This design comes from an exercise in tuning for small area on the open sky130 flow, not from production work. At most, simulation tests tie the RTL to the original design; equivalence was not proved.

==> 08-22 <==
==> flow/design.v (excerpt) <==
module skin_box_overlay_top (
    input  logic        clk,
    input  logic        reset,
    input  logic        vsync_i,
    input  logic        href_i,
    input  logic        pix_stb_i,
    input  logic [7:0]  u_i,
    input  logic [7:0]  v_i,
    input  logic [7:0]  u_ref_i,
    input  logic [7:0]  v_ref_i,
    input  logic [15:0] area_thresh_i,
    input  logic        mode_i,
    input  logic [9:0]  draw_x_i,
    input  logic [9:0]  draw_y_i,
    input  logic [6:0]  luma_i,
    output logic [6:0]  red_o,
    output logic [6:0]  green_o,
    output logic [6:0]  blue_o
);
    logic       href_q, vsync_q;
    logic [1:0] xc;
    logic [7:0] xo;
    logic [1:0] yr;
    logic [7:0] yo;
    logic       hit_stb, fe, stale, latch;
    logic [2:0] fcnt;
    logic href_fall, vsync_rise, x_in, y_in, pix_cnt, chroma_match, pix_hit;
    logic [8:0] du, dv;
    logic [7:0] xo_inc, yo_inc;
    assign xo_inc = xo + 8'd1;
    assign yo_inc = yo + 8'd1;
    assign href_fall  = href_q & ~href_i;
    assign vsync_rise = vsync_i & ~vsync_q;
    assign x_in       = ~((xc == 2'd3) && (xo == 8'd159));
    assign y_in       = (yr != 2'd3);
    assign pix_cnt    = pix_stb_i & href_i & x_in;
    assign du = {1'b0, u_i} - {1'b0, u_ref_i};
    assign dv = {1'b0, v_i} - {1'b0, v_ref_i};
    assign chroma_match = ((du[8] ? (~du[7:0] + 8'd1) : du[7:0]) <= 8'd16) &&
  ...
clock: 10.0 ns
lec_check: 0
cap_margin: 20
core_margin: 2
core_utilization: 55
slew_margin: 20
synth_hierarchical: 1
synth_minimum_keep_size: 0
run.sh (not shown) runs the stock make flow with config.mk's settings and CLKGATE_MAP_FILE= SYNTH_SCRIPT=/design/flow/synth_recipe.tcl, a recipe that flattens the netlist after the stock synthesis.
==> 11-13 (differences from 08-22) <==
--- a/flow/design.v
+++ b/flow/design.v
@@ -205,16 +205,45 @@
     skin_xnor2 u_s (.a(a), .b(b), .y(s));
     skin_or2   u_c (.a(a), .b(b), .y(co));
 endmodule
 module skin_carry16n (input logic [15:0] a, b, output logic con);
     logic [16:0] s;
     assign s   = {1'b0, a} + {1'b0, b};
     assign con = ~s[16];
 endmodule
+module skin_bor (input logic a, b, c, output logic y);
+    assign y = (~a & b) | (~a & c) | (b & c);
+endmodule
+module skin_lt #(parameter int N = 8) (input logic [N-1:0] a, b, output logic y);
+    logic [N:0] c;
+    assign c[1] = ~a[0] & b[0];
+    for (genvar i = 1; i < N; i++) begin : s
+        skin_bor u (.a(a[i]), .b(b[i]), .c(c[i]), .y(c[i+1]));
+    end
+    assign y = c[N];
+endmodule
+module skin_eq #(parameter int N = 8) (input logic [N-1:0] a, b, output logic y);
+    assign y = (a == b);
+endmodule
+module skin_near16 (input logic [7:0] u, r, output logic y);
+    logic       eq_lo;
+    logic [4:0] c;
+    logic [7:4] s;
+    skin_eq #(4) u_eq (.a(u[3:0]), .b(r[3:0]), .y(eq_lo));
+    skin_lt #(4) u_lt (.a(r[3:0]), .b(u[3:0]), .y(c[0]));
+    for (genvar i = 0; i < 4; i++) begin : hi
+        skin_fa u_fa (.a(u[4+i]), .b(~r[4+i]), .c(c[i]), .s(s[4+i]), .co(c[i+1]));
+    end
+    assign y = (~c[4] & s[7] & s[6] & s[5] & (s[4] | eq_lo)) |
+               ( c[4] & ~s[7] & ~s[6] & ~s[5] & ~s[4]);
+endmodule
+module skin_sel4 (input logic [3:0] s, input logic [3:0] d, output logic y);
+    assign y = (s[0] & d[0]) | (s[1] & d[1]) | (s[2] & d[2]) | (s[3] & d[3]);
+endmodule
 module skin_ao222n (input logic a1, a2, b1, b2, c1, c2, output logic y);
     assign y = ~((a1 & a2) | (b1 & b2) | (c1 & c2));
 endmodule
 module skin_sel12 (input logic [11:0] s, input logic [11:0] d, output logic y);
     logic [3:0] n;
     for (genvar g = 0; g < 4; g++) begin : grp
         skin_ao222n u (.a1(s[3*g]), .a2(d[3*g]), .b1(s[3*g+1]), .b2(d[3*g+1]),
                        .c1(s[3*g+2]), .c2(d[3*g+2]), .y(n[g]));
@@ -243,29 +272,28 @@
     logic       href_q, vsync_q;
     logic [1:0] xc;
     logic [7:0] xo;
     logic [1:0] yr;
     logic [7:0] yo;
     logic       hit_stb, fe, stale, latch;
     logic [2:0] fcnt;
     logic href_fall, vsync_rise, x_in, y_in, pix_cnt, chroma_match, pix_hit;
-    logic [8:0] du, dv;
     logic [7:0] xo_inc, yo_inc;
     assign xo_inc = xo + 8'd1;
     assign yo_inc = yo + 8'd1;
     assign href_fall  = href_q & ~href_i;
     assign vsync_rise = vsync_i & ~vsync_q;
     assign x_in       = ~((xc == 2'd3) && (xo == 8'd159));
     assign y_in       = (yr != 2'd3);
     assign pix_cnt    = pix_stb_i & href_i & x_in;
-    assign du = {1'b0, u_i} - {1'b0, u_ref_i};
-    assign dv = {1'b0, v_i} - {1'b0, v_ref_i};
-    assign chroma_match = ((du[8] ? (~du[7:0] + 8'd1) : du[7:0]) <= 8'd16) &&
-                          ((dv[8] ? (~dv[7:0] + 8'd1) : dv[7:0]) <= 8'd16);
+    logic u_near, v_near;
+    skin_near16 u_nu (.u(u_i), .r(u_ref_i), .y(u_near));
+    skin_near16 u_nv (.u(v_i), .r(v_ref_i), .y(v_near));
+    assign chroma_match = u_near & v_near;
     assign pix_hit = pix_cnt & y_in & chroma_match;
     always_ff @(posedge clk or posedge reset) begin
         if (reset) begin
             href_q  <= 1'b0;
             vsync_q <= 1'b0;
             xc      <= 2'd0;
             xo      <= 8'd255;
             yr      <= 2'd0;
@@ -315,20 +343,26 @@
     logic       shift;
     logic       upd;
     logic       empty_sel;
     logic [7:0] cur_mnx, cur_mxx;
     logic       lt_x, gt_x;
     assign shift     = ~fe & ~stale & y_in & (yr != k);
     assign upd       = hit_stb & ~fe;
     assign empty_sel = ~act_v[xc] | stale;
-    assign cur_mnx   = act_mnx[xc];
-    assign cur_mxx   = act_mxx[xc];
-    assign lt_x      = xo < cur_mnx;
-    assign gt_x      = xo >= cur_mxx;
+    logic [3:0] xsel;
+    logic       ge_x;
+    always_comb for (int r = 0; r < 4; r++) xsel[r] = (xc == 2'(r));
+    for (genvar i = 0; i < 8; i++) begin : cur_b
+        skin_sel4 u_mn (.s(xsel), .d({act_mnx[3][i], act_mnx[2][i], act_mnx[1][i], act_mnx[0][i]}), .y(cur_mnx[i]));
+        skin_sel4 u_mx (.s(xsel), .d({act_mxx[3][i], act_mxx[2][i], act_mxx[1][i], act_mxx[0][i]}), .y(cur_mxx[i]));
+    end
+    skin_lt #(8) u_ltx (.a(xo), .b(cur_mnx), .y(lt_x));
+    skin_lt #(8) u_gex (.a(xo), .b(cur_mxx), .y(ge_x));
+    assign gt_x = ~ge_x;
     always_ff @(posedge clk or posedge reset) begin
         if (reset) begin
             k     <= 2'd0;
             act_v <= 4'd0;
             a_v   <= 4'd0;
             b_v   <= 4'd0;
         end else if (stale) begin
             k     <= 2'd0;
@@ -474,18 +508,27 @@
         skin_sel12 u_mny (.s(osel), .d(dmny), .y(mny[i]));
         skin_sel12 u_mxy (.s(osel), .d(dmxy), .y(mxy[i]));
     end
     logic [7:0]  bw, bh;
     logic        keep, on_edge, paint;
     assign bw      = mxx - mnx;
     assign bh      = mxy - mny;
     skin_area_cmp u_area (.w(bw), .h(bh), .t(thr_q), .keep(keep));
-    assign on_edge = (((dy == mny) || (dy1 == mxy)) && (dx >= mnx) && (dx < mxx)) ||
-                     (((dx == mnx) || (dx1 == mxx)) && (dy >= mny) && (dy < mxy));
+    logic ltx_mn, ltx_mx, eqx_mn, eqx_mx, lty_mn, lty_mx, eqy_mn, eqy_mx;
+    skin_lt #(8) u_e1 (.a(dx),  .b(mnx), .y(ltx_mn));
+    skin_lt #(8) u_e2 (.a(dx),  .b(mxx), .y(ltx_mx));
+    skin_eq #(8) u_e3 (.a(dx),  .b(mnx), .y(eqx_mn));
+    skin_eq #(8) u_e4 (.a(dx1), .b(mxx), .y(eqx_mx));
+    skin_lt #(8) u_e5 (.a(dy),  .b(mny), .y(lty_mn));
+    skin_lt #(8) u_e6 (.a(dy),  .b(mxy), .y(lty_mx));
+    skin_eq #(8) u_e7 (.a(dy),  .b(mny), .y(eqy_mn));
+    skin_eq #(8) u_e8 (.a(dy1), .b(mxy), .y(eqy_mx));
+    assign on_edge = ((eqy_mn | eqy_mx) & ~ltx_mn & ltx_mx) |
+                     ((eqx_mn | eqx_mx) & ~lty_mn & lty_mx);
     assign paint   = mode_i & bv & keep & on_edge;
     logic [6:0] g_q;
     logic       paint_q;
     always_ff @(posedge clk or posedge reset) begin
         if (reset) begin
             g_q     <= 7'd0;
             paint_q <= 1'b0;
         end else begin
CTS_BUF_LIST = sky130_fd_sc_hd__clkbuf_8   (was not set)
CTS_CLUSTER_DIAMETER = 60   (was not set)
CTS_CLUSTER_SIZE = 16   (was not set)
==> impl_metrics.tcl <==
set metrics [dict create \
    ys_types 74 \
    whs_ns 0.479 \
    synth_xor_xnor_area_share_pct 2.60 \
    clkbuf_count 65 \
    cts.clk_slew.worst_paths_ns 0.10 \
    ff2ff_setup_slack_ns 2.15 \
    post-cts-setup-buffers 0 \
    grt_first_pass_wirelength_mm 144 \
    status "timing/DRC/antenna clean" \
    nMultiInputCombCells 1685 \
    crit_start "draw_y_i[8]" \
    use_met1_pct 43.1 \
    place.gp.congestion 0.886 \
    netSwitchingFraction_pct 25.1 \
    multi_input_area_share_pct 40.2 \
]
[end of results for 11-13]
==> impl_metrics.tcl <==
set metrics [dict create \
    status "timing/DRC/antenna clean" \
    clkbuf_count 123 \
    whs_ns 0.471 \
    netSwitchingFraction_pct 23.4 \
    crit_start "draw_y_i[5]" \
    nMultiInputCombCells 1800 \
    use_met1_pct 43.6 \
    grt_first_pass_wirelength_mm 151 \
    place.gp.congestion 0.902 \
    cts.clk_slew.worst_paths_ns 0.06 \
    ys_types 79 \
    ff2ff_setup_slack_ns 2.06 \
]
[end of results for 08-22]
Function not checked in 11-13: the RTL went through the layout flow alone.

## what the ideal ports hide
In the flow no input, the clock included, has a driving cell. The finished layouts below were timed again as built, in two steps.
Step 1 (the two cells are an assumption about what drives the block):
set clk [get_ports {clk}]
set_driving_cell -lib_cell sky130_fd_sc_hd__clkbuf_16 $clk
set_driving_cell -lib_cell sky130_fd_sc_hd__buf_2 [delete_from_list [all_inputs] $clk]
Step 2, shift: input delay + t, output delay - t, t = (earliest + latest rising clock arrival at the registers) / 2. This alone moves slack from input paths to output paths.
Three values: ideal, step 1, step 2; two values: the first two.
| run | t, ns | setup slack, ns | hold WS [ns] | slew at the worst register clock pin (ns) |
|---|---|---|---|---|
| 08-22 | 0.702 | 0.436 / 0.479 / -0.222 | 0.471 / 0.471 / 0.471 | 0.06 / 0.06 |
| 11-13 | 0.773 | 0.549 / 0.575 / -0.198 | 0.479 / 0.479 / 0.479 | 0.11 / 0.11 |
With both steps, setup timing fails in 08-22 and 11-13, where it was met with ideal ports. For 11-13, which loses most, drivers alone change the setup slack by +0.026 ns; drivers and shift together by -0.747 ns.
